What follows belongs to an exercise in optimizing a design on an open flow for small area, a short achievable clock period and few clock cycles per item; a production flow would make more cautious choices.
Only simulation tests tie the RTL to the original design; equivalence was not proved.
Power is estimated from default activity; no workload was simulated.

==> design.v <==
package pdee_pkg;
  localparam int STACK_DEPTH   = 64;
  localparam int DATA_W        = 32;
  localparam int CHAR_W        = 8;
  localparam int DEPTH_FIELD_W = 7;
  localparam int STATUS_W      = 3;
  localparam int FAST_N = 14;
  localparam int RING_N = STACK_DEPTH - 2 - FAST_N;
  localparam logic [STATUS_W-1:0] ST_OK        = 3'd0;
  localparam logic [STATUS_W-1:0] ST_IGNORED   = 3'd1;
  localparam logic [STATUS_W-1:0] ST_OVERFLOW  = 3'd2;
  localparam logic [STATUS_W-1:0] ST_UNDERFLOW = 3'd3;
  localparam logic [STATUS_W-1:0] ST_DIVZERO   = 3'd4;
  typedef struct packed {
    logic       clr;
    logic       dig;
    logic       add;
    logic       sub;
    logic       mul;
    logic       div;
    logic [3:0] val;
  } pdee_chr_t;
  localparam logic [3:0] S_IDLE = 4'b0001;   
  localparam logic [3:0] S_MUL  = 4'b0010;   
  localparam logic [3:0] S_DIV  = 4'b0100;   
  localparam logic [3:0] S_DFIX = 4'b1000;   
endpackage
module pdee_div2
(
  input  logic [3:0] rem_in,    
  input  logic [1:0] num,       
  input  logic [3:0] div,       
  output logic [3:0] rem_out,
  output logic [1:0] quo
);
  logic [4:0] t1;
  logic [4:0] d1;
  logic [3:0] r1;
  logic [4:0] t0;
  logic [4:0] d0;
  assign t1      = {rem_in, num[1]};
  assign d1      = t1 - {1'b0, div};
  assign quo[1]  = (t1 >= {1'b0, div});
  assign r1      = quo[1] ? d1[3:0] : t1[3:0];
  assign t0      = {r1, num[0]};
  assign d0      = t0 - {1'b0, div};
  assign quo[0]  = (t0 >= {1'b0, div});
  assign rem_out = quo[0] ? d0[3:0] : t0[3:0];
endmodule
module pdee_udivtab
(
  input  logic [3:0] a,
  input  logic [3:0] b,
  output logic [3:0] q
);
  localparam logic [1023:0] TAB = {
    256'h11111111223357f001111111222347e000111111122346d000011111122346c0,
    256'h00001111112235b000000111112235a000000011111234900000000111122480,
    256'h0000000011112370000000000111236000000000001112500000000000011240,
    256'h0000000000001130000000000000012000000000000000100000000000000000
  };
  assign q = TAB[{a, b} * 4 +: 4];
endmodule
module pdee_inbuf
(
  input  logic                        clk,
  input  logic                        rst,
  input  logic                        in_valid,
  output logic                        in_ready,
  input  logic [pdee_pkg::CHAR_W-1:0] in_char,
  input  logic                        in_clear_first,
  input  logic                        consume,    
  output logic                        hv,         
  output pdee_pkg::pdee_chr_t         hc          
);
  logic                sv;
  pdee_pkg::pdee_chr_t sc;
  pdee_pkg::pdee_chr_t ic;
  logic                acc;
  logic                free_h;
  always_comb begin
    ic.clr = in_clear_first;
    ic.dig = (in_char[7:4] == 4'h3) && (in_char[3:0] <= 4'd9);
    ic.add = (in_char == 8'h2B);
    ic.sub = (in_char == 8'h2D);
    ic.mul = (in_char == 8'h2A);
    ic.div = (in_char == 8'h2F);
    ic.val = in_char[3:0];
  end
  assign acc    = in_valid && in_ready;
  assign free_h = !hv || consume;
  always_ff @(posedge clk) begin
    if (rst) begin
      hv       <= 1'b0;
      sv       <= 1'b0;
      in_ready <= 1'b1;
    end else begin
      if (free_h) begin
        hv <= sv || acc;
        sv <= 1'b0;
      end else if (acc) begin
        sv <= 1'b1;
      end
      in_ready <= free_h || !(sv || acc);
    end
  end
  always_ff @(posedge clk) begin
    if (free_h) begin
      hc <= sv ? sc : ic;
    end
    if (!free_h && acc) begin
      sc <= ic;
    end
  end
endmodule
module pdee_stackmem
(
  input  logic                        clk,
  input  logic                        rst,
  input  logic [pdee_pkg::FAST_N-1:0] fast_we,    
  input  logic                        ring_we,
  input  logic [pdee_pkg::DATA_W-1:0] wdata,
  input  logic [6:0]                  rd_addr,    
  output logic [pdee_pkg::DATA_W-1:0] rd_fast,
  output logic [pdee_pkg::DATA_W-1:0] rd_ring,
  output logic [5:0]                  phase
);
  localparam int DW = pdee_pkg::DATA_W;
  localparam int FN = pdee_pkg::FAST_N;
  localparam int RN = pdee_pkg::RING_N;
  logic [DW-1:0] fast [FN];
  logic [DW-1:0] ring [RN];
  always_ff @(posedge clk) begin
    for (int i = 0; i < FN; i++) begin
      if (fast_we[i]) fast[i] <= wdata;
    end
  end
  always_comb begin
    rd_fast = '0;
    for (int i = 0; i < FN; i++) begin
      rd_fast = rd_fast | (fast[i] & {DW{rd_addr == 7'(i)}});
    end
  end
  always_ff @(posedge clk) begin
    for (int i = 0; i < RN - 1; i++) begin
      ring[i] <= ring[i+1];
    end
    ring[RN-1] <= ring_we ? wdata : ring[0];
  end
  assign rd_ring = ring[0];
  always_ff @(posedge clk) begin
    if (rst || phase == 6'(RN - 1)) begin
      phase <= '0;
    end else begin
      phase <= phase + 6'd1;
    end
  end
endmodule
module pdee_top
(
  input  logic                               clk,
  input  logic                               rst,
  input  logic                               in_valid,
  output logic                               in_ready,
  input  logic [pdee_pkg::CHAR_W-1:0]        in_char,
  input  logic                               in_clear_first,
  output logic                               out_valid,
  input  logic                               out_ready,
  output logic [pdee_pkg::DATA_W-1:0]        out_top,
  output logic [pdee_pkg::DEPTH_FIELD_W-1:0] out_depth,
  output logic [pdee_pkg::STATUS_W-1:0]      out_status
);
  localparam int DW = pdee_pkg::DATA_W;
  localparam int FN = pdee_pkg::FAST_N;
  localparam int RN = pdee_pkg::RING_N;
  function automatic logic [2:0] booth(input logic [2:0] b);
    logic one;
    logic two;
    logic neg;
    one  = b[1] ^ b[0];
    two  = (b == 3'b100) || (b == 3'b011);
    neg  = b[2] && !(b[1] && b[0]);
    booth = {neg, two, one};
  endfunction
  function automatic logic [DW-1:0] brow(input logic [2:0] d, input logic [DW-1:0] x);
    brow = ((x & {DW{d[0]}}) | ({x[DW-2:0], 1'b0} & {DW{d[1]}})) ^ {DW{d[2]}};
  endfunction
  logic                hv;
  pdee_pkg::pdee_chr_t hc;
  logic                consume;
  pdee_inbuf u_in (
    .clk            (clk),
    .rst            (rst),
    .in_valid       (in_valid),
    .in_ready       (in_ready),
    .in_char        (in_char),
    .in_clear_first (in_clear_first),
    .consume        (consume),
    .hv             (hv),
    .hc             (hc)
  );
  logic [DW-1:0] T;
  logic [DW-1:0] N;
  logic [DW-1:0] A;       
  logic [6:0]    cnt;
  logic [2:0]    st;
  logic [3:0]    state;   
  logic [5:0]    k;
  logic          sgn;
  logic          rs;      
  logic          az;      
  logic          bp;      
  logic [2:0]    bq0;     
  logic [2:0]    bq1;     
  logic          tpush;   
  logic          f_lt2;     
  logic          f_full;    
  logic          f_pdeep;   
  logic          f_odeep;   
  logic          m_push;    
  logic          m_pop;     
  assign out_top    = T;
  assign out_depth  = cnt;
  assign out_status = st;
  logic [FN-1:0] fast_we;
  logic          ring_we;
  logic [DW-1:0] rd_fast;
  logic [DW-1:0] rd_ring;
  logic [5:0]    phase;
  pdee_stackmem u_mem (
    .clk     (clk),
    .rst     (rst),
    .fast_we (fast_we),
    .ring_we (ring_we),
    .wdata   (N),
    .rd_addr (cnt - 7'd3),
    .rd_fast (rd_fast),
    .rd_ring (rd_ring),
    .phase   (phase)
  );
  logic          push_ok;
  logic          pop_ok;
  logic [DW-1:0] memrd;
  assign push_ok = hc.clr || !f_pdeep || m_push;
  assign pop_ok  = !f_odeep || m_pop;
  assign memrd   = f_odeep ? rd_ring : rd_fast;
  logic idle;
  logic in_mul;
  logic in_div;
  logic in_dfix;
  logic is_op;
  logic full;
  logic under;
  logic t_small4;    
  logic t_mfast;     
  logic t_small;     
  logic t_zero;
  logic n_small;     
  assign idle     = state[0];
  assign in_mul   = state[1];
  assign in_div   = state[2];
  assign in_dfix  = state[3];
  assign is_op    = hc.add || hc.sub || hc.mul || hc.div;
  assign full     = !hc.clr && f_full;
  assign under    = hc.clr || f_lt2;
  assign t_small4 = (T[31:4] == '0);
  assign t_mfast  = (T[31:3] == '0);
  assign t_small  = t_small4 || ((T[31:4] == '1) && (T[3:0] != '0));
  assign t_zero   = t_small4 && (T[3:0] == '0);
  assign n_small  = (N[31:4] == '0) || ((N[31:4] == '1) && (N[3:0] != '0));
  logic [DW-1:0] afx;
  logic [DW-1:0] afy;
  logic [DW-1:0] af;
  assign afx = hc.mul ? brow(bq1, {N[DW-3:0], 2'b00}) : N;
  assign afy = hc.mul ? brow(bq0, N) : (T ^ {DW{hc.sub}});
  logic [DW:0] af_w;
  assign af_w = {afx, 1'b1} + {afy, (hc.mul ? bq0[2] : hc.sub)};
  assign af   = af_w[DW:1];
  logic [2:0]    bds;
  logic          ts;      
  logic [DW-1:0] shA;
  logic [DW-1:0] asx;
  logic [DW-1:0] asy;
  logic          asc;
  logic [DW:0]   as;
  assign bds = ({3{in_mul}} & bq0) | ({3{idle}} & {N[31], 1'b0, 1'b1}) |
               ({3{in_dfix}} & {sgn, 1'b0, 1'b1});
  assign shA = {A[DW-2:0], N[DW-1]};
  assign asx = ({DW{in_mul || (in_div && rs)}} & A) | ({DW{in_div && !rs}} & shA);
  assign asy = in_div ? (T ^ {DW{ts}}) : brow(bds, N);
  assign asc = in_div ? ts : bds[2];
  logic [DW+1:0] as_w;
  assign as_w = {1'b0, asx, 1'b1} + {1'b0, asy, asc};
  assign as   = as_w[DW+1:1];
  logic [3:0]    n_mag4;
  logic [3:0]    t_mag4;
  logic [3:0]    fq;
  logic [4:0]    fq5;
  logic [DW-1:0] fdiv;
  assign n_mag4 = N[31] ? (4'd0 - N[3:0]) : N[3:0];
  assign t_mag4 = T[31] ? (4'd0 - T[3:0]) : T[3:0];
  pdee_udivtab u_fdiv (
    .a (n_mag4),
    .b (t_mag4),
    .q (fq)
  );
  assign fq5  = (N[31] ^ T[31]) ? (5'd0 - {1'b0, fq}) : {1'b0, fq};
  assign fdiv = t_small ? {{(DW-5){fq5[4]}}, fq5} : '0;
  logic [3:0] nr;
  logic [1:0] nq;
  logic [3:0] t_mag4_q;
  always_ff @(posedge clk) begin
    t_mag4_q <= t_mag4;
  end
  pdee_div2 u_ndiv (
    .rem_in  (A[3:0]),
    .num     (N[31:30]),
    .div     (t_mag4_q),
    .rem_out (nr),
    .quo     (nq)
  );
  logic out_free;
  logic go;
  assign out_free = !out_valid || out_ready;
  assign go       = hv && idle && out_free;
  logic do_push;      
  logic do_pop;       
  logic do_mslow;     
  logic do_dslow;     
  logic ok_now;       
  logic commit_idle;
  assign do_push  = hc.dig && !full;
  assign do_mslow = hc.mul && !under && !t_mfast && !tpush;
  assign do_dslow = hc.div && !under && !t_zero && !n_small;
  assign do_pop   = is_op && !under && !do_mslow && !do_dslow;
  assign ok_now   = do_push ? push_ok : (do_pop ? pop_ok : 1'b1);
  assign commit_idle = go && ok_now && !do_mslow && !do_dslow;
  logic mul_last;
  logic commit_mul;
  logic commit_div;
  assign mul_last   = (T[31:1] == '0) || (T[31:1] == '1);
  assign commit_mul = in_mul && mul_last && pop_ok;
  assign commit_div = in_dfix && pop_ok;
  assign consume    = commit_idle || commit_mul || commit_div;
  logic wr_req;
  assign wr_req  = hv && idle && hc.dig && !hc.clr && !f_lt2 && !f_full;
  assign ring_we = wr_req && f_pdeep && m_push;
  always_comb begin
    for (int i = 0; i < FN; i++) begin
      fast_we[i] = wr_req && (cnt == 7'(i + 2));
    end
  end
  logic          k_last;
  logic          dv_skip24;
  logic          dv_skip16;
  logic          dv_skip8;
  logic          dv_skip4;
  logic          dv_nib;
  logic [5:0]    k_next;
  assign dv_skip24 = az && (N[31:8] == '0) && (k >= 6'd24);
  assign dv_skip16 = !dv_skip24 && az && (N[31:16] == '0) && (k >= 6'd16);
  assign dv_skip8  = !dv_skip24 && !dv_skip16 && az && (N[31:24] == '0) && (k >= 6'd8);
  assign dv_skip4  = !dv_skip24 && !dv_skip16 && !dv_skip8 && az && (N[31:28] == '0) &&
                     (k >= 6'd4);
  assign dv_nib    = !dv_skip24 && !dv_skip16 && !dv_skip8 && !dv_skip4 && t_small;
  assign k_next    = k - (dv_skip24 ? 6'd24 : (dv_skip16 ? 6'd16 : (dv_skip8 ? 6'd8 :
                         (dv_skip4 ? 6'd4 : (dv_nib ? 6'd2 : 6'd1)))));
  assign k_last    = dv_skip24 ? (k == 6'd24) : (dv_skip16 ? (k == 6'd16) :
                     (dv_skip8 ? (k == 6'd8) : (dv_skip4 ? (k == 6'd4) :
                     (dv_nib ? (k == 6'd2) : (k == 6'd1)))));
  logic [6:0] cnt_next;
  logic [5:0] phase_next;
  always_comb begin
    cnt_next = cnt;
    if (commit_idle) begin
      if (do_push)      cnt_next = (hc.clr ? 7'd0 : cnt) + 7'd1;
      else if (do_pop)  cnt_next = cnt - 7'd1;
      else if (hc.clr)  cnt_next = 7'd0;
    end else if (commit_mul || commit_div) begin
      cnt_next = cnt - 7'd1;
    end
    if (rst) cnt_next = 7'd0;
  end
  assign phase_next = (rst || phase == 6'(RN - 1)) ? 6'd0 : phase + 6'd1;
  always_ff @(posedge clk) begin
    cnt     <= cnt_next;
    f_lt2   <= (cnt_next < 7'd2);
    f_full  <= (cnt_next == 7'd64);
    f_pdeep <= (cnt_next >= 7'(FN + 2));
    f_odeep <= (cnt_next >= 7'(FN + 3));
    m_push  <= (7'(phase_next) == cnt_next - 7'(FN + 2));
    m_pop   <= (7'(phase_next) == cnt_next - 7'(FN + 3));
  end
  logic [DW-1:0] T_d;
  logic          bp_d;
  logic          tp_d;
  always_comb begin
    T_d  = T;
    bp_d = bp;
    tp_d = tpush;
    if (rst) begin
      T_d  = '0;
      bp_d = 1'b0;
      tp_d = 1'b0;
    end else begin
      if (idle) begin
          if (commit_idle) begin
            if (hc.dig) begin
              if (!full) begin
                T_d  = {28'd0, hc.val};
                tp_d = 1'b1;
              end
            end else if (is_op) begin
              if (!under) begin
                T_d  = hc.div ? fdiv : af;
                tp_d = 1'b0;
              end else if (hc.clr) begin
                T_d  = '0;
                tp_d = 1'b0;
              end
            end else if (hc.clr) begin
              T_d  = '0;
              tp_d = 1'b0;
            end
          end else if (go && do_mslow) begin
            T_d  = {{3{T[DW-1]}}, T[DW-1:3]};
            bp_d = 1'b0;
          end
      end else if (in_mul) begin
          tp_d = 1'b0;
          if (commit_mul) begin
            T_d  = as[DW-1:0];
            bp_d = 1'b0;
          end else begin
            T_d  = {{2{T[DW-1]}}, T[DW-1:2]};
            bp_d = T[1];
          end
      end else if (in_dfix) begin
          tp_d = 1'b0;
          if (commit_div) T_d = as[DW-1:0];
      end
    end
  end
  always_ff @(posedge clk) begin
    T     <= T_d;
    bp    <= bp_d;
    tpush <= tp_d;
    bq0   <= booth({T_d[1:0], bp_d});
    bq1   <= (tp_d && T_d[3]) ? 3'b010 : booth({1'b0, T_d[2:1]});
  end
  always_ff @(posedge clk) begin
    if (!in_div || rs) begin
      ts <= !T[31];
    end else if (!dv_skip24 && !dv_skip16 && !dv_skip8 && !dv_skip4 && !dv_nib) begin
      ts <= as[DW] ? !T[31] : T[31];
    end
  end
  always_ff @(posedge clk) begin
    if (rst) begin
      state     <= pdee_pkg::S_IDLE;
      A         <= '0;
      out_valid <= 1'b0;
    end else begin
      if (consume) begin
        out_valid <= 1'b1;
      end else if (out_ready) begin
        out_valid <= 1'b0;
      end
      if (idle) begin
          if (commit_idle) begin
            if (hc.dig) begin
              if (full) begin
                st <= pdee_pkg::ST_OVERFLOW;
              end else begin
                st <= pdee_pkg::ST_OK;
                N  <= T;
              end
            end else if (is_op) begin
              if (under) begin
                st <= pdee_pkg::ST_UNDERFLOW;
              end else begin
                st <= (hc.div && t_zero) ? pdee_pkg::ST_DIVZERO : pdee_pkg::ST_OK;
                N  <= memrd;
              end
            end else begin
              st <= pdee_pkg::ST_IGNORED;
            end
          end else if (go && do_mslow) begin
            A     <= af;
            N     <= {N[DW-4:0], 3'd0};
            state <= pdee_pkg::S_MUL;
          end else if (go && do_dslow) begin
            N     <= as[DW-1:0];
            sgn   <= N[31] ^ T[31];
            rs    <= 1'b0;
            az    <= 1'b1;
            k     <= 6'd32;
            state <= pdee_pkg::S_DIV;
          end
      end else if (in_mul) begin
          if (commit_mul) begin
            st    <= pdee_pkg::ST_OK;
            N     <= memrd;
            A     <= '0;
            state <= pdee_pkg::S_IDLE;
          end else begin
            A  <= as[DW-1:0];
            N  <= {N[DW-3:0], 2'd0};
          end
      end else if (in_div) begin
          if (rs) begin
            A  <= as[DW-1:0];
            rs <= 1'b0;
          end else if (dv_skip24) begin
            N <= {N[7:0], 24'd0};
          end else if (dv_skip16) begin
            N <= {N[15:0], 16'd0};
          end else if (dv_skip8) begin
            N <= {N[23:0], 8'd0};
          end else if (dv_skip4) begin
            N <= {N[DW-5:0], 4'd0};
          end else if (dv_nib) begin
            A  <= {28'd0, nr};
            N  <= {N[DW-3:0], nq};
            az <= 1'b0;
          end else begin
            A  <= as[DW-1:0];
            N  <= {N[DW-2:0], as[DW]};
            rs <= !as[DW];
            az <= 1'b0;
          end
          if (!rs) begin
            k <= k_next;
            if (k_last) begin
              state <= pdee_pkg::S_DFIX;
            end
          end
      end else if (in_dfix) begin
          if (commit_div) begin
            st    <= pdee_pkg::ST_OK;
            N     <= memrd;
            A     <= '0;
            state <= pdee_pkg::S_IDLE;
          end
      end else begin
        state <= pdee_pkg::S_IDLE;
      end
    end
  end
endmodule
==> run.sh <==
#!/bin/bash
# synth_recipe.tcl (not shown) runs the flow's synth.tcl, then flattens the netlist and writes it again
# the make line also repeats each setting of config.mk as NAME=value (left out here)
make -C /OpenROAD-flow-scripts/flow DESIGN_CONFIG=/design/flow/config.mk WORK_HOME=/design/flow/orfs CLKGATE_MAP_FILE= SYNTH_SCRIPT=/design/flow/synth_recipe.tcl finish
==> config.mk <==
export PLATFORM = sky130hd
export DESIGN_NAME = pdee_top
export DESIGN_NICKNAME = pdee_top
export VERILOG_FILES = /design/flow/design.v
export SDC_FILE = /design/flow/constraint.sdc
export NUM_CORES = 4
export LEC_CHECK = 0
export CAP_MARGIN = 20
export CORE_MARGIN = 2
export CORE_UTILIZATION = 65
export CTS_CLUSTER_DIAMETER = 100
export CTS_CLUSTER_SIZE = 20
export SETUP_SLACK_MARGIN = 5
export SLEW_MARGIN = 20
==> constraint.sdc <==
create_clock -name core_clock -period 10.0 [get_ports {clk}]
set_input_delay 2.0000 -clock core_clock [delete_from_list [all_inputs] [get_ports {clk}]]
set_output_delay 2.0000 -clock core_clock [all_outputs]
set_load 0.01 [all_outputs]
==> run_results.csv, run 1 <==
group,metric,value,unit
outcome,status,"no timing/DRC/antenna violations",
layout,multi_input_area,17370,um^2
layout,synthToLayoutAreaGrowth,8.852,%
synthesis,synthArstFlopShare,0,%
worst_hold_path,hold_class,"reg -> reg",
setup_path,path_class,"reg -> reg",
clock_tree,cts_tree,"built",
sta,final.setup.tns,0,ns
layout,fin_cells,6496,
sta,max_slew_margin,20.78,%
place,port_buffers,56,
drt,first_iter_violations,5848,
layout,final_util,71.28,%
layout,drive_above_1_share,8.541,%
setup_path,worstPathArrival,5.39,ns
floorplanning,core,101700,um^2
synthesis,syn-cell-area,66630,um^2
drt,drc,0,
power_and_ir_drop,leakage,26.90,nW
place,gp_congestion,1.017,
floorplanning,row_count,117,
power_and_ir_drop,powerDensity,243.3,nW/um^2
synthesis,yosys_most_used_dff,"dfxtp_1",
layout,num_antenna_cells,0,
setup_path,setup.worst_path.end_class,"register",
clock_tree,cts.sink_count,2151,
synthesis,avgSynthCellArea,13.06,um^2
synthesis,synth.distinct_cells,88,
grt,grt_max_degree,67,
floorplanning,die_w,324.2,um
sta,fin_skew,0.07808,ns
sta,timing.final.crit_share,49.10,%
drt,firstDrtPassIters,11,
clock_tree,h-tree-depth,3,
setup_path,cp_max_fo,10,
synthesis,synth_top_area_cell,"dfxtp_1",
setup_path,crit_path_start_kind,"register",
clock_tree,clockBufferDepth,3,
synthesis,yosys.area.top_type_share,49.22,%
grt,grt_usage,33.13,%
sta,period_minus_slack,4.910,ns
synthesis,syn_inst,5103,
clock_tree,path_clk_slew,0.11,ns
synthesis,synth-seq-cells,2151,
power_and_ir_drop,ir_drop,0.2244,mV
floorplanning,io_pins,57,
drt,wl,175700,um
sta,worstMarginPinSlew,1.180,ns
drt,vias_per_cell,6.371,
floorplanning,die_y,324.2,um
sta,final-setup-viol-count,0,
place,hpwl,102700,um
grt,first_global_vias,39540,
synthesis,synth_edf_count,513,
drt,ant_nets,0,
drt,wl_per_cell,27.05,um
synthesis,syn-num-nets,5218,
sta,max_freq,203.6,MHz
sta,slew_viol_final,0,
layout,nFillCells,6652,
synthesis,synth_area_leaders,"dfxtp_1 49%, edfxtp_1 23%, a22oi_1 2.8%",
sta,rsz0062_at_grt,"false",
floorplanning,initial_core_util,65.49,%
grt,grt_pass1_wl,256300,um
place,placedCellCount,6313,
sta,finalHoldViolCount,0,
grt,antenna_found_initial,3,
clock_tree,cts_buffers,118,
clock_tree,root_buffer,"clkbuf_16",
setup_path,critPathRequiredTime,10.48,ns
synthesis,ys_seq_area_share,72.34,%
layout,fin_nets,5193,
job,maxCapViolations,0,
synthesis,ys_warn_count,5,
drt,num_vias,41380,
grt,grt-ovfl-total,0,
clock_tree,clk-insertion-delay-late,0.78,ns
floorplanning,die_area,105100,um^2
layout,register_area,48210,um^2
power breakdown:
part	leakage (nW)	switching (mW)	internal (mW)
logic	7.46	2.43	1.15
registers	17.8	0.175	9.00
clock network	1.61	2.68	2.21
total	26.9	5.28	12.4
cell type report:
class                           count  share of cell area (%)
Sequential cell                  2151                   66.47
Timing Repair Buffer              182                   2.212
Clock inverter                     12                  0.3416
Multi-Input combinational cell   2551                   23.95
Tap cell                         1368                   2.360
Inverter                           74                  0.3882
Clock buffer                      158                   4.284
path summary, 6_finish.rpt:
kind / cells past startpoint / slack [ns] / start / endpoint
worst max-delay path: 9 / 5.09 / T[18] / N[30]
worst min-delay path: 0 / 0.29 / u_mem.ring[16][13] / u_mem.ring[15][13]
worst max register to register: 9 / 5.09 / T[18] / N[30]
worst min register to register: 0 / 0.29 / u_mem.ring[16][13] / u_mem.ring[15][13]
cell usage after synthesis, drive strengths merged (64+ instances only):
cell and n:
edfxtp 513, dfxtp 1638, ha 97, a221oi 64, clkbuf 288, a21oi 278
mux2 70, xnor2 96, inv 70, nor2 280, nand2 283, o21ai 160
a22oi 249, xor2 106, nand3 74, nand4 73
worst max-delay path: stages, from the launching register on:
cell	delay, ns
dfxtp_1	0.58
or4_4	0.60
or4_4	0.64
or4_4	0.49
a21o_1	0.34
nand2_1	0.30
o21ai_0	0.37
a211oi_1	0.79
o21ai_0	0.31
o21a_1	0.18
sequential cells by signal, indices dropped and copies added (netlist names), 6 cells and up:
signal and cells:
u_mem.ring 1536, u_mem.fast 448, A 32, N 32, T 32, u_in.hc 10
u_in.sc 10, cnt 7, k 6, u_mem.phase 6
stage by stage:
step / instance area [um^2] / power, mW / hold WS, ns / setup slack [ns]
2_1_floorplan: 66660 / 11.45 / 0.3096 / 5.114
3_3_place_gp: 68710 / 12.66 / 0.3096 / 4.214
3_5_place_dp: 68710 / 12.68 / 0.3121 / 4.279
4_1_cts: 72200 / 17.49 / 0.2952 / 5.001
5_1_grt: 72530 / 18.19 / 0.2776 / 4.980
6_report: 72530 / 17.64 / 0.2899 / 5.090
timing repair:
action / in CTS / in global routing
buffers inserted: 2 / 8
setup endpoints to repair: 53 / 72
pin swaps: 2 / 10
resized for setup: 20 / 49
cloned: 0 / 3
hold buffers: 0 / 0
metal layers:
layer	GRT usage [%]	part of all wire [%]	vias up
met3	8.585	11	605
met1	45.06	40	19830
met4	15.61	5.6	2
met5	0	0.0074	-
li1	-	-	18340
met2	49.95	43	2610
cells by family (layout without fill, tap and decap cells):
kind of cell / Yosys count / count (layout) / share of synthesized area, %
DFF: 2151 / 2151 / 72.34
AOI/OAI and AO/OA: 1209 / 1210 / 12.54
and+or+nand+nor: 950 / 951 / 6.734
buffers and inverters: 403 / 426 / 2.325
xor gates and xnor gates: 202 / 202 / 2.667
adders and majority gates: 102 / 102 / 1.972
muxes: 86 / 86 / 1.429
layout by cell type (no fill, tap or decap), types with 24 or more instances in the layout:
cell / Yosys / layout
dfxtp_1: 1638 / 1632
edfxtp_1: 513 / 513
nand2_1: 283 / 283
a21oi_1: 277 / 273
nor2_1: 278 / 261
a22oi_1: 249 / 248
o21ai_0: 155 / 151
clkbuf_16: 0 / 119
buf_4: 2 / 115
xor2_1: 106 / 104
ha_1: 97 / 95
xnor2_1: 95 / 91
nand4_1: 73 / 73
nand3_1: 73 / 72
inv_1: 70 / 70
mux2_2: 69 / 69
a221oi_1: 64 / 61
nor3_1: 61 / 60
a31oi_1: 58 / 55
clkdlybuf4s50_1: 0 / 55
a21o_1: 52 / 52
a22o_1: 48 / 48
o22ai_1: 47 / 47
clkbuf_1: 288 / 39
a222oi_1: 37 / 37
nor4_1: 32 / 30
a221o_1: 29 / 29
nand2b_1: 24 / 24
o221ai_1: 24 / 24
Testbench counts, summed over its fixed seeds: cycles 5,266, items 4,800.
==> run 2: changes to the inputs <==
--- a/design.v
+++ b/design.v
@@ -256,6 +256,7 @@
   logic t_small;     
   logic t_zero;
   logic n_small;     
+  logic n_byte;      
   assign idle     = state[0];
   assign in_mul   = state[1];
   assign in_div   = state[2];
@@ -268,6 +269,7 @@
   assign t_small  = t_small4 || ((T[31:4] == '1) && (T[3:0] != '0));
   assign t_zero   = t_small4 && (T[3:0] == '0);
   assign n_small  = (N[31:4] == '0) || ((N[31:4] == '1) && (N[3:0] != '0));
+  assign n_byte   = (N[31:8] == '0) || ((N[31:8] == '1) && (N[7:0] != '0));
   logic [DW-1:0] afx;
   logic [DW-1:0] afy;
   logic [DW-1:0] af;
@@ -490,11 +492,11 @@
             N     <= {N[DW-4:0], 3'd0};
             state <= pdee_pkg::S_MUL;
           end else if (go && do_dslow) begin
-            N     <= as[DW-1:0];
+            N     <= n_byte ? {as[7:0], 24'd0} : as[DW-1:0];
+            k     <= n_byte ? 6'd8 : 6'd32;
             sgn   <= N[31] ^ T[31];
             rs    <= 1'b0;
             az    <= 1'b1;
-            k     <= 6'd32;
             state <= pdee_pkg::S_DIV;
           end
       end else if (in_mul) begin
==> flow/run.sh (new file) <==
#!/bin/bash
set -euo pipefail
sed -e 's/SETUP_SLACK_MARGIN=[0-9.]*/SETUP_SLACK_MARGIN=6.5/' standard.sh > standard_margin.sh
bash standard_margin.sh > standard_margin.log 2>&1
==> standard.sh (new file) <==
#!/bin/bash
# synth_recipe.tcl (not shown) runs the flow's synth.tcl, then flattens the netlist and writes it again
# the make line also repeats each setting of config.mk as NAME=value (left out here)
make -C /OpenROAD-flow-scripts/flow DESIGN_CONFIG=/design/flow/config.mk WORK_HOME=/design/flow/orfs CLKGATE_MAP_FILE= SYNTH_SCRIPT=/design/flow/synth_recipe.tcl "${@:-finish}"
--- a/config.mk
+++ b/config.mk
@@ -7,7 +7,7 @@
 export LEC_CHECK = 0
 export CAP_MARGIN = 20
 export CORE_MARGIN = 2
-export CORE_UTILIZATION = 65
+export CORE_UTILIZATION = 60
 export CTS_CLUSTER_DIAMETER = 100
 export CTS_CLUSTER_SIZE = 20
 export SETUP_SLACK_MARGIN = 5
removed: run.sh
==> run_results.csv, run 2 <==
group,metric,value,unit
synthesis,synthArstFlopShare,0,%
setup_path,worstPathArrival,5.14,ns
floorplanning,initial_core_util,60.38,%
setup_path,cp_max_fo,5,
sta,final.setup.tns,0,ns
power_and_ir_drop,ir_drop,0.2837,mV
drt,firstDrtPassIters,10,
layout,reg_top3,"u_mem.ring x1536, u_mem.fast x448",
setup_path,crit_top_cell,"a21oi_1",
power_and_ir_drop,p_int,14.33,mW
layout,design_area,80030,um^2
synthesis,ys_seq_area_share,72.22,%
drt,first_iter_violations,6007,
sta,max_slew_margin,26.39,%
layout,largest_register_ffs,1536,
drt,drc,0,
power_and_ir_drop,p_comb_share,34.7,%
synthesis,synth_top_area_cell,"dfxtp_1",
sta,slew_viol_final,0,
drt,vias_per_cell,6.277,
setup_path,crit_path_start_kind,"register",
power_and_ir_drop,pwr-share-seq,42.6,%
clock_tree,clk-insertion-delay-late,0.78,ns
grt,grt_usage,31.81,%
sta,fin_skew,0.06497,ns
setup_path,path_class,"reg -> reg",
sta,worstMarginPinSlew,1.102,ns
job,maxCapViolations,0,
synthesis,ys_warn_count,5,
setup_path,setup.worst_path.end_class,"register",
power_and_ir_drop,netSwitchingFraction,33.91,%
layout,synthToLayoutAreaGrowth,19.92,%
clock_tree,cts_buffers,119,
clock_tree,cts_hold_buf,0,
synthesis,synth.distinct_cells,88,
clock_tree,cts.sink_count,2151,
drt,wl,188900,um
synthesis,yosys_most_used_dff,"dfxtp_1",
setup_path,path_cells,"buf_12 > a222oi_1 > buf_4 > buf_6 > buf_6 > and2_4 > a21oi_1 > mux2_4 > ha_4 > nand3_4 > nor4_2 > inv_1 > o211ai_1 > o2111ai_2 > a31oi_4 > a21oi_4 > o41ai_2 > a21oi_1 > a21oi_1",
power_and_ir_drop,pwr-share-clk,22.6,%
synthesis,syn-cell-area,66730,um^2
place,port_buffers,56,
layout,regMostFlops,"u_mem.ring",
drt,wl_per_cell,26.70,um
place,hpwl,100800,um
sta,max_freq,219.7,MHz
setup_path,cpMaxStageDelayCell,"o41ai_2",
synthesis,ys_top_cells_by_count,"1638 x dfxtp_1, 513 x edfxtp_1, 281 x nor2_1",
synthesis,syn-num-nets,5234,
sta,timing.final.crit_share,45.51,%
clock_tree,h-tree-depth,3,
setup_path,slowest_delay,0.48,ns
synthesis,yosys.area.top_type_share,49.14,%
sta,finalHoldViolCount,0,
clock_tree,root_buffer,"clkbuf_16",
synthesis,avgSynthCellArea,13.04,um^2
synthesis,synth_area_leaders,"dfxtp_1 49%, edfxtp_1 23%, a22oi_1 2.9%",
floorplanning,core,110500,um^2
grt,grt_pass1_wl,268700,um
grt,antenna_found_initial,5,
power_and_ir_drop,power_switching,7.350,mW
outcome,status,"no timing/DRC/antenna violations",
synthesis,synth_edf_count,513,
place,placedInstanceArea,69530,um^2
grt,grt-ovfl-total,0,
sta,rsz0062_at_grt,"true",
synthesis,synth-seq-cells,2151,
layout,mostFrequentLayoutCells,"1592 x dfxtp_1, 513 x edfxtp_1, 377 x buf_4",
place,gp_congestion,0.9939,
grt,grt_max_degree,59,
sta,final-setup-viol-count,0,
layout,drive_above_1_share,22.89,%
synthesis,syn_inst,5119,
setup_path,worst-path-buf-inv,5,
setup_path,crit_family,"compound AO/OA/AOI/OAI gates",
floorplanning,die_area,113900,um^2
grt,first_global_vias,41350,
drt,num_vias,44400,
layout,final_common_cell,"dfxtp_1",
layout,register_area,48350,um^2
synthesis,synth.most_common_cell,"dfxtp_1",
power_and_ir_drop,powerDensity,270.9,nW/um^2
setup_path,critPathRequiredTime,10.59,ns
worst_hold_path,hold_class,"reg -> reg",
floorplanning,io_pins,57,
layout,multi_input_area,19990,um^2
clock_tree,path_clk_slew,0.10,ns
floorplanning,die_y,337.5,um
clock_tree,cts_tree,"built",
floorplanning,die_w,337.5,um
floorplanning,row_count,122,
layout,fin_nets,5641,
drt,ant_nets,0,
sta,period_minus_slack,4.551,ns
layout,nFillCells,7377,
clock_tree,clockBufferDepth,3,
power_and_ir_drop,leakage,29.94,nW
-- run 2: cell count changes after synthesis, moves of 9 or more --
cell	before	now
a21o_1	52	37
a221o_1	29	15
a222oi_1	37	60
a31oi_1	58	67
buf_2	5	26
clkbuf_1	288	261
nand3_1	73	84
nor4b_1	12	1
o211ai_1	18	36
-- run 2: stage by stage --
step                worst slack, ns  cells  hold WS, ns  total power [mW]  utilization, %
finish                        5.449   7073       0.3034             21.68           72.41
global route                  5.315   7067       0.2855             22.34           72.40
CTS                           5.654   6939       0.2917             20.53           70.29
detailed placement            4.478   6469       0.3121             14.48           62.91
global placement              4.551   6469       0.3097             14.44           62.91
floorplan                     5.755   5119       0.3096             12.78               -
-- run 2: repair_timing --
| action | 4_1_cts | 5_1_grt |
|---|---|---|
| resized for setup | 645 | 264 |
| endpoints found under the setup margin | 447 | 160 |
| cloned | 18 | 11 |
| pin swaps | 129 | 159 |
| buffers inserted | 278 | 117 |
-- run 2: final cells by class --
class / count / area share [%]
antenna: 6 / 0.01876
tap: 1488 / 2.326
sequential: 2151 / 60.41
multi-input combinational: 2566 / 24.98
timing repair inverter: 2 / 0.01563
inverter: 86 / 0.4768
clock inverter: 11 / 0.2861
clock buffer: 163 / 3.966
timing repair buffer: 600 / 7.520
-- run 2: worst paths after layout --
| path | from | end | slack (ns) | cells past startpoint |
|---|---|---|---|---|
| worst max register to register | bq0[2] | N[30] | 5.45 | 19 |
| worst max-delay path | bq0[2] | N[30] | 5.45 | 19 |
| worst min-delay path | u_mem.ring[34][30] | u_mem.ring[33][30] | 0.30 | 0 |
| worst min register to register | u_mem.ring[34][30] | u_mem.ring[33][30] | 0.30 | 0 |
-- run 2: layer usage --
metal	track usage [%]	up-vias	routed length, um
met3	8.862	852	23080
li1	-	19340	-
met5	0.7234	-	77
met1	43.30	21210	73460
met4	16.61	8	12760
met2	46.50	2992	79470
-- run 2: cells by family (layout without fill, tap and decap cells) --
group | Yosys count | after routing | synth area share [%]
simple gates | 954 | 959 | 6.727
xor+xnor | 200 | 200 | 2.625
buf+inv | 409 | 862 | 2.422
other cells | 0 | 6 | 0
fa+ha+maj | 102 | 102 | 1.969
flops | 2151 | 2151 | 72.22
compound gates | 1219 | 1220 | 12.65
mux | 84 | 85 | 1.384
-- run 2: power groups by stage --
| stage | Clock (mW) | Combinational, mW | Sequential, mW |
|---|---|---|---|
| finish | 4.91 | 7.53 | 9.24 |
| global route | 5.32 | 7.77 | 9.25 |
| CTS | 5.02 | 6.29 | 9.23 |
| detailed placement | 0 | 4.96 | 9.52 |
| global placement | 0 | 4.93 | 9.51 |
| floorplan | 0 | 3.37 | 9.40 |
Testbench counts of run 2, summed over its fixed seeds: cycles 5,244, items 4,800.
==> run 3: changes to the inputs <==
--- a/config.mk
+++ b/config.mk
@@ -12,3 +12,4 @@
 export CTS_CLUSTER_SIZE = 20
 export SETUP_SLACK_MARGIN = 5
 export SLEW_MARGIN = 20
+export TNS_END_PERCENT = 10
==> run_results.csv, run 3 <==
group,metric,value,unit
layout,largest_register_ffs,1536,
synthesis,syn_inst,5119,
job,maxCapViolations,0,
outcome,status,"no timing/DRC/antenna violations",
synthesis,synth.most_common_cell,"dfxtp_1",
power_and_ir_drop,leakage,28.05,nW
setup_path,worstPathArrival,4.99,ns
grt,grt_usage,30.13,%
layout,reg_top3,"u_mem.ring x1536, u_mem.fast x448",
setup_path,critPathRequiredTime,10.46,ns
setup_path,worst-path-buf-inv,5,
floorplanning,die_w,337.5,um
synthesis,syn-num-nets,5234,
synthesis,avgSynthCellArea,13.04,um^2
clock_tree,cts.sink_count,2151,
clock_tree,path_clk_slew,0.10,ns
layout,final_util,68.80,%
setup_path,crit_top_cell,"buf_4",
setup_path,r2r_start,"state[2]",
setup_path,path_cells,"clkinv_1 > buf_6 > nor2_4 > buf_4 > a22o_1 > ha_1 > nand4_1 > buf_4 > nor2_1 > a31oi_1 > o211ai_1 > o2111ai_4 > a31oi_4 > a21oi_4 > nor3_2 > a2111o_1 > buf_4 > nor2_2 > xnor2_1",
floorplanning,row_count,122,
power_and_ir_drop,power,20.26,mW
setup_path,cpMaxStageDelayCell,"a2111o_1",
clock_tree,root_buffer,"clkbuf_16",
worst_hold_path,worst_hold_startpoint,"u_mem.ring[9][22]",
sta,final.setup.tns,0,ns
power_and_ir_drop,powerDensity,266.4,nW/um^2
drt,first_iter_violations,5098,
layout,register_area,48260,um^2
drt,vias_per_cell,6.197,
layout,final_common_cell,"dfxtp_1",
setup_path,crit_family,"compound AO/OA/AOI/OAI gates",
layout,fin_nets,5391,
synthesis,ys_warn_count,5,
layout,nFillCells,7926,
sta,fin_skew,0.05972,ns
setup_path,worstRegToRegCells,19,
floorplanning,die_area,113900,um^2
layout,regMostFlops,"u_mem.ring",
sta,max_freq,221.0,MHz
sta,slew_viol_final,0,
floorplanning,core,110500,um^2
clock_tree,clk-insertion-delay-late,0.77,ns
layout,mostFrequentLayoutCells,"1605 x dfxtp_1, 513 x edfxtp_1, 267 x nand2_1",
synthesis,synthArstFlopShare,0,%
sta,timing.final.crit_share,45.24,%
place,hpwl,100500,um
place,gp_congestion,0.9976,
clock_tree,cts_tree,"built",
synthesis,ys_seq_area_share,72.22,%
synthesis,synth_top_area_cell,"dfxtp_1",
worst_hold_path,hold_class,"reg -> reg",
sta,finalHoldViolCount,0,
setup_path,cp_max_fo,34,
synthesis,yosys_most_used_dff,"dfxtp_1",
synthesis,syn-cell-area,66730,um^2
sta,rsz0062_at_grt,"true",
grt,grt-ovfl-total,0,
power_and_ir_drop,ir_drop,0.2593,mV
setup_path,worstReg2RegEnd,"ts",
sta,holdWs,0.3070,ns
drt,drc,0,
setup_path,r2r_setup_slack,5.48,ns
synthesis,synth-seq-cells,2151,
floorplanning,io_pins,57,
synthesis,synth.distinct_cells,88,
drt,firstDrtPassIters,7,
grt,grt_max_degree,66,
worst_hold_path,hold_depth,0,
synthesis,synth_area_leaders,"dfxtp_1 49%, edfxtp_1 23%, a22oi_1 2.9%",
setup_path,slowest_delay,0.43,ns
layout,synthToLayoutAreaGrowth,13.94,%
grt,first_global_vias,39900,
sta,max_slew_margin,24.67,%
synthesis,ys_top_cells_by_count,"1638 x dfxtp_1, 513 x edfxtp_1, 281 x nor2_1",
drt,ant_nets,0,
drt,num_vias,42230,
drt,wl_per_cell,25.76,um
setup_path,crit_path_start_kind,"register",
layout,multi_input_area,18930,um^2
floorplanning,die_y,337.5,um
grt,grt_pass1_wl,255200,um
clock_tree,clockBufferDepth,3,
clock_tree,h-tree-depth,3,
sta,final-setup-viol-count,0,
floorplanning,initial_core_util,60.38,%
sta,worstMarginPinSlew,1.127,ns
clock_tree,cts_buffers,119,
synthesis,yosys.area.top_type_share,49.14,%
sta,period_minus_slack,4.524,ns
setup_path,setup.worst_path.end_class,"register",
grt,antenna_found_initial,4,
setup_path,cp.depth,19,
setup_path,path_class,"reg -> reg",
place,port_buffers,56,
drt,wl,175500,um
layout,drive_above_1_share,15.96,%
worst_hold_path,holdPathEnd,"u_mem.ring[8][22]",
synthesis,synth_edf_count,513,
[run 3: cell counts after synthesis]
Identical to the previous run, type by type.
[run 3: routing by layer]
metal	vias to the layer above	share of wire (%)	track usage [%]
li1	18780	-	-
met1	20370	41	41.20
met2	2445	43	45.09
met3	634	11	7.864
met4	0	5.4	14.03
met5	-	0	0
[run 3: how the worst max path moves through the flow]
stage	from	endpoint	slack, ns
global placement	bq0[2]	N[0]	4.24
CTS	bq0[2]	A[30]	5.58
finish	state[2]	ts	5.48
global route	bq0[2]	N[30]	5.29
detailed placement	bq0[2]	N[0]	4.12
floorplan	out_ready	f_odeep	5.75
[run 3: power breakdown]
part	switching (mW)	total (mW)	internal (mW)
combinational	3.84	6.04	2.20
sequential	0.191	9.29	9.10
clock	2.67	4.93	2.26
total	6.70	20.3	13.6
[run 3: what timing repair did]
item,CTS,global route
cloned,4,4
hold buffers,0,0
resized for setup,226,206
buffers inserted,97,76
endpoints found under the setup margin,616,646
pin swaps,68,88
[run 3: final cells by class]
| class | instances | share of cell area, % |
|---|---|---|
| antenna | 1 | 0.003291 |
| clock buffer | 158 | 4.109 |
| clock inverter | 13 | 0.3966 |
| inverter | 86 | 0.4476 |
| multi-input combinational | 2561 | 24.89 |
| sequential | 2151 | 63.47 |
| tap | 1488 | 2.449 |
| timing repair buffer | 356 | 4.226 |
| timing repair inverter | 1 | 0.006582 |
[run 3: cell families after synthesis]
kind of cell | count (synthesis) | share of synthesized area (%)
compound gates | 1219 | 12.65
xor+xnor | 200 | 2.625
fa+ha+maj | 102 | 1.969
buf+inv | 409 | 2.422
flops | 2151 | 72.22
mux | 84 | 1.384
simple gates | 954 | 6.727
[run 3: stage by stage]
step,std cells,area (um^2),setup slack (ns)
5_1_grt,6814,76030,5.290
4_1_cts,6733,74460,5.583
3_5_place_dp,6461,69140,4.121
2_1_floorplan,5119,66880,5.751
6_report,6815,76040,5.476
3_3_place_gp,6461,69140,4.243
==> run 4: changes to the inputs <==
==> flow/run.sh (replaced) <==
#!/bin/bash
set -euo pipefail
sed -e 's/SETUP_SLACK_MARGIN=[0-9.]*/SETUP_SLACK_MARGIN=6/' standard.sh > standard_margin.sh
bash standard_margin.sh > standard_margin.log 2>&1
--- a/config.mk
+++ b/config.mk
@@ -12,4 +12,3 @@
 export CTS_CLUSTER_SIZE = 20
 export SETUP_SLACK_MARGIN = 5
 export SLEW_MARGIN = 20
-export TNS_END_PERCENT = 10
==> run_results.csv, run 4 <==
group,metric,value,unit
outcome,status,"no timing/DRC/antenna violations",
synthesis,ys_top_cells_by_count,"1638 x dfxtp_1, 513 x edfxtp_1, 281 x nor2_1",
power_and_ir_drop,ir_drop,0.2103,mV
place,hpwl,100900,um
floorplanning,die_w,337.5,um
synthesis,yosys_most_used_dff,"dfxtp_1",
setup_path,crit_path_start_kind,"register",
synthesis,syn-cell-area,66730,um^2
setup_path,critPathRequiredTime,10.45,ns
sta,fin_skew,0.06124,ns
drt,wl_per_cell,26.12,um
drt,vias_per_cell,6.209,
layout,largest_register_ffs,1536,
clock_tree,clk-insertion-delay-late,0.78,ns
layout,drive_above_1_share,17.03,%
sta,max_slew_margin,22.95,%
setup_path,path_cells,"buf_6 > a222oi_1 > buf_4 > buf_12 > buf_16 > and2_4 > a21oi_2 > mux2_4 > ha_4 > buf_12 > a21oi_4 > o21ai_4 > a31oi_1 > o211ai_1 > o2111ai_2 > a31oi_4 > a21oi_4 > nor3_2 > a2111o_1 > mux2i_1 > o311ai_1",
grt,antenna_found_initial,4,
setup_path,path_class,"reg -> reg",
worst_hold_path,hold_class,"reg -> reg",
setup_path,worst-path-buf-inv,5,
drt,num_vias,42500,
clock_tree,path_clk_slew,0.09,ns
sta,final-setup-viol-count,0,
sta,timing.final.crit_share,45.78,%
grt,grt_usage,30.71,%
drt,drc,0,
grt,grt_max_degree,112,
grt,grt_use_met2,44.90,%
drt,first_iter_violations,5450,
place,gp_congestion,0.9840,
power_and_ir_drop,p_int,13.64,mW
synthesis,avgSynthCellArea,13.04,um^2
synthesis,syn-num-nets,5234,
job,maxCapViolations,0,
synthesis,synth.most_common_cell,"dfxtp_1",
synthesis,synth_area_leaders,"dfxtp_1 49%, edfxtp_1 23%, a22oi_1 2.9%",
synthesis,yosys.area.top_type_share,49.14,%
clock_tree,root_buffer,"clkbuf_16",
floorplanning,initial_core_util,60.38,%
clock_tree,cts_tree,"built",
sta,rsz0062_at_grt,"true",
power_and_ir_drop,leakage,28.21,nW
setup_path,r2r_start,"state[1]",
drt,firstDrtPassIters,14,
floorplanning,die_y,337.5,um
layout,synthToLayoutAreaGrowth,14.81,%
place,port_buffers,56,
setup_path,worstPathArrival,5.03,ns
setup_path,r2r_setup_slack,5.42,ns
power_and_ir_drop,power,20.54,mW
sta,period_minus_slack,4.578,ns
synthesis,synth-seq-cells,2151,
setup_path,cp_max_fo,6,
clock_tree,clockBufferDepth,3,
grt,grt_pass1_wl,259400,um
clock_tree,cts.sink_count,2151,
setup_path,setup.worst_path.end_class,"register",
drt,ant_nets,0,
power_and_ir_drop,power_switching,6.907,mW
clock_tree,h-tree-depth,3,
power_and_ir_drop,pwr-share-seq,45.2,%
floorplanning,die_area,113900,um^2
layout,reg_top3,"u_mem.ring x1536, u_mem.fast x448",
synthesis,syn_inst,5119,
power_and_ir_drop,netSwitchingFraction,33.62,%
sta,worstMarginPinSlew,1.156,ns
power_and_ir_drop,pwr-share-clk,23.8,%
setup_path,startpoint,"state[1]",
setup_path,crit_path_end,"N[0]",
sta,finalHoldViolCount,0,
sta,slew_viol_final,0,
setup_path,worstReg2RegEnd,"N[0]",
setup_path,cpMaxStageDelayCell,"a2111o_1",
power_and_ir_drop,powerDensity,268.2,nW/um^2
grt,busiest_layer,"met2",
synthesis,synth_top_area_cell,"dfxtp_1",
layout,final_util,69.32,%
grt,grtUsageMet3,8.105,%
setup_path,slowest_delay,0.41,ns
layout,mostFrequentLayoutCells,"1602 x dfxtp_1, 513 x edfxtp_1, 263 x nand2_1",
grt,grt-ovfl-total,0,
floorplanning,row_count,122,
grt,grt_use_met1,42.14,%
clock_tree,cts_buffers,119,
clock_tree,cts_hold_buf,0,
grt,first_global_vias,40240,
sta,max_freq,218.4,MHz
floorplanning,io_pins,57,
synthesis,synthArstFlopShare,0,%
synthesis,synth_edf_count,513,
layout,regMostFlops,"u_mem.ring",
setup_path,crit_family,"compound AO/OA/AOI/OAI gates",
floorplanning,core,110500,um^2
setup_path,cp.depth,21,
synthesis,ys_seq_area_share,72.22,%
layout,fin_nets,5420,
drt,wl,178800,um
synthesis,ys_warn_count,5,
power_and_ir_drop,p_comb_share,31.0,%
setup_path,worstRegToRegCells,21,
synthesis,synth.distinct_cells,88,
layout,final_common_cell,"dfxtp_1",
sta,final.setup.tns,0,ns
run 4: timing repair:
item / in CTS / in global routing
endpoints found under the setup margin: 194 / 116
resized for setup: 245 / 256
buffers inserted: 107 / 94
cloned: 9 / 1
pin swaps: 65 / 142
hold endpoints to repair: 0 / 0
run 4: power groups by stage:
| stage | combinational [mW] | clock (mW) | sequential (mW) |
|---|---|---|---|
| 2_1_floorplan | 3.29 | 0 | 9.40 |
| 3_3_place_gp | 4.88 | 0 | 9.54 |
| 3_5_place_dp | 4.90 | 0 | 9.54 |
| 4_1_cts | 5.50 | 4.99 | 9.28 |
| 5_1_grt | 6.65 | 5.30 | 9.30 |
| 6_report | 6.36 | 4.89 | 9.29 |
run 4: logic make-up after synthesis:
family          share of synthesized area (%)
compound gates                          12.65
xor+xnor                                2.625
fa+ha+maj                               1.969
buf+inv                                 2.422
flops                                   72.22
mux                                     1.384
simple gates                            6.727
run 4: layout make-up:
type | count | area, um^2
well taps | 1488 | 1862
repair buffers | 383 | 3513
fillers | 7896 | 33900
diodes | 1 | 2.502
clock buffers | 158 | 3146
inverters | 86 | 345.3
flip-flops and latches | 2151 | 48300
repair inverters | 2 | 12.51
multi-input cells | 2562 | 19190
clock inverters | 14 | 244.0
run 4: metrics by stage:
stage / hold WS, ns / std cells / area, um^2 / setup WS, ns
after floorplan: 0.3096 / 5119 / 67040 / 5.755
final: 0.3002 / 6845 / 76610 / 5.422
after CTS: 0.2814 / 6749 / 74670 / 5.656
after global routing: 0.2841 / 6845 / 76610 / 5.343
after detailed placement: 0.3121 / 6461 / 69270 / 4.325
after global placement: 0.3096 / 6461 / 69260 / 4.441
run 4: worst min path at each step:
stage / start / to / slack (ns) / cells past startpoint
after floorplan: u_mem.ring[1][0] / u_mem.ring[0][0] / 0.31 / 0
after global placement: u_mem.ring[45][7] / u_mem.ring[44][7] / 0.31 / 0
after detailed placement: u_mem.ring[1][25] / u_mem.ring[0][25] / 0.31 / 0
after CTS: u_mem.ring[47][10] / u_mem.ring[46][10] / 0.28 / 0
after global routing: u_mem.ring[47][10] / u_mem.ring[46][10] / 0.28 / 0
final: u_mem.ring[47][10] / u_mem.ring[46][10] / 0.30 / 0
run 4: routing by layer:
metal / share of wire, % / routed length [um]
met5: 0.015 / 27
met4: 6.1 / 10850
met3: 11 / 19280
met2: 42 / 75750
met1: 41 / 72850
==> run 5: changes to the inputs <==
--- a/config.mk
+++ b/config.mk
@@ -12,3 +12,4 @@
 export CTS_CLUSTER_SIZE = 20
 export SETUP_SLACK_MARGIN = 5
 export SLEW_MARGIN = 20
+export TNS_END_PERCENT = 10
==> run_results.csv, run 5 <==
group,metric,value,unit
floorplanning,row_count,122,
grt,first_global_vias,39600,
layout,largest_register_ffs,1536,
synthesis,synth-seq-cells,2151,
synthesis,synth_top_area_cell,"dfxtp_1",
synthesis,avgSynthCellArea,13.04,um^2
layout,synthToLayoutAreaGrowth,12.02,%
layout,drive_above_1_share,13.16,%
outcome,status,"no timing/DRC/antenna violations",
clock_tree,path_clk_slew,0.09,ns
sta,rsz0062_at_grt,"true",
synthesis,yosys_most_used_dff,"dfxtp_1",
setup_path,cpMaxStageDelayCell,"a2111o_1",
sta,period_minus_slack,4.631,ns
clock_tree,clockBufferDepth,3,
clock_tree,h-tree-depth,3,
drt,num_vias,41840,
synthesis,syn-num-nets,5234,
place,hpwl,100500,um
sta,worstMarginPinSlew,1.230,ns
clock_tree,cts_buffers,119,
setup_path,critPathRequiredTime,10.47,ns
synthesis,synth.distinct_cells,88,
floorplanning,die_y,337.5,um
place,placedCellCount,6461,
grt,antenna_found_initial,5,
synthesis,ys_top_cells_by_count,"1638 x dfxtp_1, 513 x edfxtp_1, 281 x nor2_1",
sta,finalHoldViolCount,0,
job,maxCapViolations,0,
layout,final_common_cell,"dfxtp_1",
layout,mostFrequentLayoutCells,"1610 x dfxtp_1, 513 x edfxtp_1, 276 x nand2_1",
sta,final-setup-viol-count,0,
power_and_ir_drop,ir_drop,0.2455,mV
drt,firstDrtPassIters,9,
floorplanning,initial_core_util,60.38,%
place,gp_congestion,0.9976,
setup_path,crit_top_cell,"buf_4",
synthesis,synth_edf_count,513,
synthesis,synth_area_leaders,"dfxtp_1 49%, edfxtp_1 23%, a22oi_1 2.9%",
clock_tree,root_buffer,"clkbuf_16",
setup_path,path_class,"reg -> reg",
drt,wl,172900,um
sta,max_slew_margin,17.41,%
sta,final.setup.tns,0,ns
floorplanning,die_area,113900,um^2
sta,max_freq,216.0,MHz
setup_path,setup.worst_path.end_class,"register",
setup_path,crit_path_start_kind,"register",
clock_tree,cts.sink_count,2151,
grt,grt_pass1_wl,253100,um
setup_path,cp_max_fo,34,
layout,regMostFlops,"u_mem.ring",
setup_path,slowest_delay,0.44,ns
layout,multi_input_area,18290,um^2
sta,holdWs,0.3062,ns
clock_tree,clk-insertion-delay-late,0.77,ns
synthesis,synthArstFlopShare,0,%
clock_tree,cts_tree,"built",
layout,reg_top3,"u_mem.ring x1536, u_mem.fast x448",
layout,fin_nets,5330,
synthesis,ys_seq_area_share,72.22,%
drt,wl_per_cell,25.59,um
setup_path,path_cells,"clkinv_1 > buf_6 > nor2_4 > buf_4 > a22o_1 > ha_1 > nand4_1 > buf_4 > a21oi_1 > o21ai_0 > o211ai_1 > o2111ai_4 > a31oi_4 > a21oi_4 > nor3_2 > a2111o_1 > buf_4 > nor2_2 > xnor2_1",
synthesis,syn-cell-area,66730,um^2
drt,met3_wirelength,18730,um
synthesis,ys_warn_count,5,
layout,nFillCells,8067,
sta,fin_skew,0.06030,ns
floorplanning,core,110500,um^2
clock_tree,cts_hold_buf,0,
grt,grt_usage,29.85,%
sta,timing.final.crit_share,46.31,%
layout,fin_cells,6755,
floorplanning,die_w,337.5,um
grt,grt_max_degree,66,
power_and_ir_drop,powerDensity,265.3,nW/um^2
drt,vias_per_cell,6.194,
drt,highest_layer,"met4",
drt,ant_nets,0,
synthesis,yosys.area.top_type_share,49.14,%
drt,wl_met1,70940,um
grt,grt-ovfl-total,0,
layout,register_area,48270,um^2
place,port_buffers,56,
setup_path,worstPathArrival,5.10,ns
drt,drc,0,
synthesis,synth.most_common_cell,"dfxtp_1",
drt,wl_met2,74430,um
power_and_ir_drop,leakage,27.51,nW
worst_hold_path,hold_class,"reg -> reg",
sta,slew_viol_final,0,
floorplanning,io_pins,57,
synthesis,syn_inst,5119,
drt,first_iter_violations,4957,
==> run 5: cell types whose count changed in the layout (fill, tap and decap cells not counted), sizes merged <==
cell,before,now
a21oi,278,277
buf,324,237
bufbuf,3,2
bufinv,0,2
clkdlybuf4s50,53,55
clkinv,15,14
clkinvlp,7,5
diode,1,2
dlygate4sd2,2,0
inv,80,79
mux2i,18,19
nand2,281,280
==> run 5: final cells by class <==
class	instances	share of cell area [%]
sequential	2151	64.57
clock inverter	13	0.4034
multi-input combinational	2561	24.46
tap	1488	2.491
timing repair inverter	1	0.006695
antenna	2	0.006695
timing repair buffer	295	3.424
inverter	86	0.4553
clock buffer	158	4.179
==> run 5: power breakdown <==
part	switching, mW	internal (mW)
clock network	2.66	2.26
logic	3.66	1.95
registers	0.204	9.09
total	6.53	13.3
==> run 5: logic make-up after synthesis <==
logic type,Yosys count,share of synthesized area (%)
and+or+nand+nor,954,6.727
buffers and inverters,409,2.422
AOI/OAI and AO/OA,1219,12.65
xor gates and xnor gates,200,2.625
adders and majority gates,102,1.969
muxes,84,1.384
DFF,2151,72.22
==> run 5: final timing paths <==
check | start | to | slack, ns | depth (start not counted)
max reg2reg | state[2] | ts | 5.37 | 19
max | state[2] | ts | 5.37 | 19
min | u_mem.ring[9][22] | u_mem.ring[8][22] | 0.31 | 0
min reg2reg | u_mem.ring[9][22] | u_mem.ring[8][22] | 0.31 | 0
==> run 5: layer usage <==
layer | up-vias | GRT usage (%)
li1 | 18670 | -
met1 | 20220 | 40.68
met2 | 2387 | 44.78
met3 | 570 | 7.927
met4 | 0 | 13.80
met5 | - | 0
==> run 5: what timing repair did <==
item,CTS,global route
buffers inserted,68,47
resized for setup,137,128
pin swaps,42,42
cloned,3,2
setup endpoints to repair,209,188
==> run 5: per-stage QoR <==
| stage | power [mW] | utilization, % | cell area (um^2) | setup slack (ns) |
|---|---|---|---|---|
| after global routing | 20.57 | 67.64 | 74750 | 5.176 |
| after floorplan | 12.66 | - | 66880 | 5.751 |
| after detailed placement | 14.34 | 62.56 | 69140 | 4.121 |
| final | 19.83 | 67.64 | 74760 | 5.369 |
| after global placement | 14.32 | 62.56 | 69140 | 4.243 |
| after CTS | 19.47 | 66.77 | 73790 | 5.583 |
==> run 5: worst max-delay path, delay by kind of cell, from the launching register on <==
family,cells,cell delay (ns)
compound gates,8,1.85
xor+xnor,1,0.08
fa+ha+maj,1,0.27
simple gates,4,0.55
flops,1,0.34
buf+inv,5,1.23

==> what the ideal ports hide <==
How much do the figures lean on ideal ports? The routed layouts below were timed once more, with nothing changed but the port constraints.
Step 1 (the two cells are an assumption about what drives the block):
set clk [get_ports {clk}]
set_driving_cell -lib_cell sky130_fd_sc_hd__clkbuf_16 $clk
set_driving_cell -lib_cell sky130_fd_sc_hd__buf_2 [delete_from_list [all_inputs] $clk]
Step 2 also shifts input and output timing later by t, the mid clock arrival at the registers, as if the neighbouring blocks saw the same clock.
a / b / c = ideal ports / drivers / drivers and shift; a / b = the first two.
| run | t (ns) | slack for setup (ns) | latest minus earliest clock arrival (ns) | slew at the worst register clock pin (ns) |
|---|---|---|---|---|
| run 1 | 0.822 | 5.090 / 5.090 / 4.473 | 0.081 / 0.081 | 0.11 / 0.11 |
| run 2 | 0.829 | 5.449 / 5.449 / 5.345 | 0.066 / 0.066 | 0.10 / 0.10 |
| run 3 | 0.819 | 5.476 / 5.476 / 5.184 | 0.060 / 0.059 | 0.10 / 0.10 |
| run 4 | 0.828 | 5.422 / 5.422 / 5.081 | 0.062 / 0.062 | 0.10 / 0.10 |
| run 5 | 0.816 | 5.369 / 5.369 / 4.744 | 0.061 / 0.060 | 0.10 / 0.10 |
After both steps setup and hold are still met in every run listed. The setup slack of run 5, which loses most, moves by 0.000 ns with the drivers and by -0.625 ns with both steps.
